Context: an optimization exercise on an open-source flow, tuned for small area, a short achievable clock period and few clock cycles. The choices shown serve that exercise and are no tape-out recipe. Where RTL was checked, it was by simulation tests only, not by an equivalence proof against the original. No activity file was given, so power comes from the tool's default toggle rates.

==> flow/design.v (excerpt) <==
module poker_table
#(
	parameter poker_money_pkg::chip_t START_CHIPS = 15'd2000
)
(
	input logic clock,
	input logic resetn,
	input logic start,
	input logic action_valid,
	input poker_flow_pkg::action_t action,
	input logic showdown_valid,
	input poker_flow_pkg::winner_t showdown_winner,
	output logic action_ready,
	output logic showdown_ready,
	output poker_money_pkg::seat_t to_act,
	output poker_flow_pkg::street_t street,
	output poker_money_pkg::chip_t stack0,
	output poker_money_pkg::chip_t stack1,
	output poker_money_pkg::chip_t bet0,
	output poker_money_pkg::chip_t bet1,
	output poker_money_pkg::chip_t pot,
	output logic hand_over,
	output logic match_over,
	output poker_money_pkg::seat_t match_winner
);
==> flow/config.mk <==
export PLATFORM = sky130hd
export DESIGN_NAME = poker_table
export DESIGN_NICKNAME = poker_table
export VERILOG_FILES = /design/flow/design.v
export SDC_FILE = /design/flow/constraint.sdc
export NUM_CORES = 4
export LEC_CHECK = 0
export CAP_MARGIN = 20
export CORE_MARGIN = 2
export CORE_UTILIZATION = 40
export SLEW_MARGIN = 20
==> flow/constraint.sdc <==
create_clock -name core_clock -period 14.0 [get_ports {clock}]
set_input_delay 2.8000 -clock core_clock [delete_from_list [all_inputs] [get_ports {clock}]]
set_output_delay 2.8000 -clock core_clock [all_outputs]
set_load 0.01 [all_outputs]
standard.sh (not shown) runs the stock make flow with config.mk's settings and CLKGATE_MAP_FILE= SYNTH_SCRIPT=/design/flow/synth_recipe.tcl, a recipe that flattens the netlist after the stock synthesis.
==> flow/flow/run.sh <==
#!/bin/bash
# Standard synthesis and layout, run stage by stage so each stage can get its
# own ORFS settings: flow/stage_<name>.txt holds make variable assignments,
# one per line (for example a setup margin for the timing repair, or the
# buffer cell for the port buffers). Each stage logs to <name>.log here.
set -euo pipefail
run() {
	local name=$1 target=$2
	local -a extra=()
	if [[ -f flow/stage_$name.txt ]]; then
		while IFS= read -r line; do
			[[ -z $line || $line == \#* ]] || extra+=("$line")
		done < flow/stage_$name.txt
	fi
	bash standard.sh "${extra[@]}" "$target" > "$name.log" 2>&1
}
bash standard.sh synth > synth.log 2>&1
run fp floorplan
run place place
run cts cts
run route finish
==> flow/flow/stage_fp.txt <==
SETUP_SLACK_MARGIN=9.5
==> flow/flow/stage_place.txt <==
BUFFER_PORTS_ARGS=-buffer_cell sky130_fd_sc_hd__buf_2
The first run completed with no timing, DRC or antenna violations.
Edit:
--- a/flow/design.v
+++ b/flow/design.v
@@ -85,23 +85,22 @@
 		c = cin;
 		for (int i = 0; i < W; i++)
 		begin
 			r[i] = a[i] ^ b[i] ^ c;
 			c = (a[i] & b[i]) | (c & (a[i] ^ b[i]));
 		end
 		r[W] = c;
 		radd = r;
 	endfunction
 	amt_t t0, t1, b0, b1, p;
 	logic ta;	 
-	logic nta;	 
 	logic bb;	 
 	logic first;	 
 	logic [2:0] st;
 	logic ph_act, ph_show, ph_hov, ph_mov;	 
 	amt_t s0, s1;	 
 	assign s0 = t0 - b0;
 	assign s1 = t1 - b1;
 	assign stack0 = poker_money_pkg::chip_t'(s0);
 	assign stack1 = poker_money_pkg::chip_t'(s1);
 	assign bet0 = poker_money_pkg::chip_t'(b0);
 	assign bet1 = poker_money_pkg::chip_t'(b1);
@@ -113,24 +112,24 @@
 	assign hand_over = ph_hov;
 	assign match_over = ph_mov;
 	assign match_winner = t1[W-1];	 
 	logic b0_gt, b1_gt;	 
 	logic t0_gt;	 
 	amt_t cap;	 
 	assign b0_gt = b0 > b1;
 	assign b1_gt = b1 > b0;
 	assign t0_gt = t0 > t1;
 	assign cap = t0_gt ? t1 : t0;
 	amt_t otot, pb;
-	assign otot = nta ? t0 : t1;
-	assign pb = nta ? b1 : b0;
+	assign otot = ta ? t1 : t0;
+	assign pb = ta ? b0 : b1;
 	logic need, over, covers, ps_nz, agt;
 	logic [W:0] dc;
 	assign need = ta ? b0_gt : b1_gt;	 
 	assign over = ta ? b1_gt : b0_gt;	 
 	assign dc = {1'b0, otot} - {1'b0, pb};	 
 	assign covers = !dc[W];
 	assign ps_nz = ta ? (t0 != b0) : (t1 != b1);
 	assign agt = ta ? !t0_gt && (t0 != t1) : t0_gt;
 	logic ok1, ok2, ok3;
 	assign ok1 = (pb < R1) && (t0 >= R1) && (t1 >= R1);
 	assign ok2 = (pb < R2) && (t0 >= R2) && (t1 >= R2);
@@ -220,23 +219,22 @@
 	end
 	always_ff @(posedge clock)
 	begin
 		if (go_start)	 
 		begin
 			t0 <= ALL / 2;
 			t1 <= ALL / 2;
 			b0 <= SB;
 			b1 <= BB;
 			p <= '0;
 			ta <= 1'b0;
-			nta <= 1'b1;
 			bb <= 1'b1;
 			first <= 1'b1;
 			st <= 3'd0;
 		end
 		else if (take_a)
 		begin
 			if (a_fold)	 
 			begin
 				if (ta)
 				begin
 					t0 <= w0;
@@ -259,52 +257,49 @@
 					t0 <= s0;
 				end
 				else
 				begin
 					t0 <= ctot;
 					t1 <= s1;
 				end
 				b0 <= '0;
 				b1 <= '0;
 				p <= pclose;
 				ta <= bb;
-				nta <= !bb;
 				first <= 1'b1;
 				st <= st + 3'd1;
 			end
 			else
 			begin
 				if (ta)
 					b1 <= nob;
 				else
 					b0 <= nob;
 				ta <= !ta;
-				nta <= ta;
 				first <= 1'b0;
 			end
 		end
 		else if (take_s)
 		begin
 			case (showdown_winner)
 				poker_flow_pkg::WIN_SEAT0: t0 <= w0;
 				poker_flow_pkg::WIN_SEAT1: t1 <= w1;
 				default:
 				begin
 					t0 <= sp0;
 					t1 <= sp1;
 				end
 			endcase
 			p <= '0;
 		end
 		else if (ph_hov && !empty)
 		begin
 			b0 <= post0;
 			b1 <= post1;
-			ta <= bb;
-			nta <= !bb;	 
+			ta <= bb;	 
 			bb <= !bb;
 			first <= 1'b1;
 			st <= 3'd0;
 		end
 	end
 endmodule
 `default_nettype wire
The changed run passed the timing, DRC and antenna checks. Clock-buffer cell count stays the same. Clock power drops by 11%. Final area goes down by 2.6%. Routed wire length drops by 0.92%. Sequential power came out lower by 12%. Via count goes down by 2.0%.
Testbench counts after the change, summed over its fixed seeds: cycles 10,701.
Function not checked in the first run of this note: the RTL went through the layout flow alone.

-- separate check: timing with driven ports --
In the flow no input, the clock included, has a driving cell. The finished layouts below were timed again as built, in two steps. Step 1 sets driving cells, clkbuf_16 on the clock port and buf_2 on the other inputs (assumed; they add their load-dependent delay and slew). Step 2, shift: input delay + t, output delay - t, t = (earliest + latest rising clock arrival at the registers) / 2. This alone moves slack from input paths to output paths. a / b / c = ideal / step 1 / step 2; a / b = the first two.
run	shift t [ns]	setup WS [ns]	worst setup path at the end
the first run	0.400	8.111 / 8.111 / 8.111	register to register
the second run	0.401	8.275 / 8.225 / 7.955	input to register
After both steps every run listed still meets setup and hold. The setup slack of the second run, which loses most, moves by -0.050 ns with the drivers and by -0.320 ns with both steps.
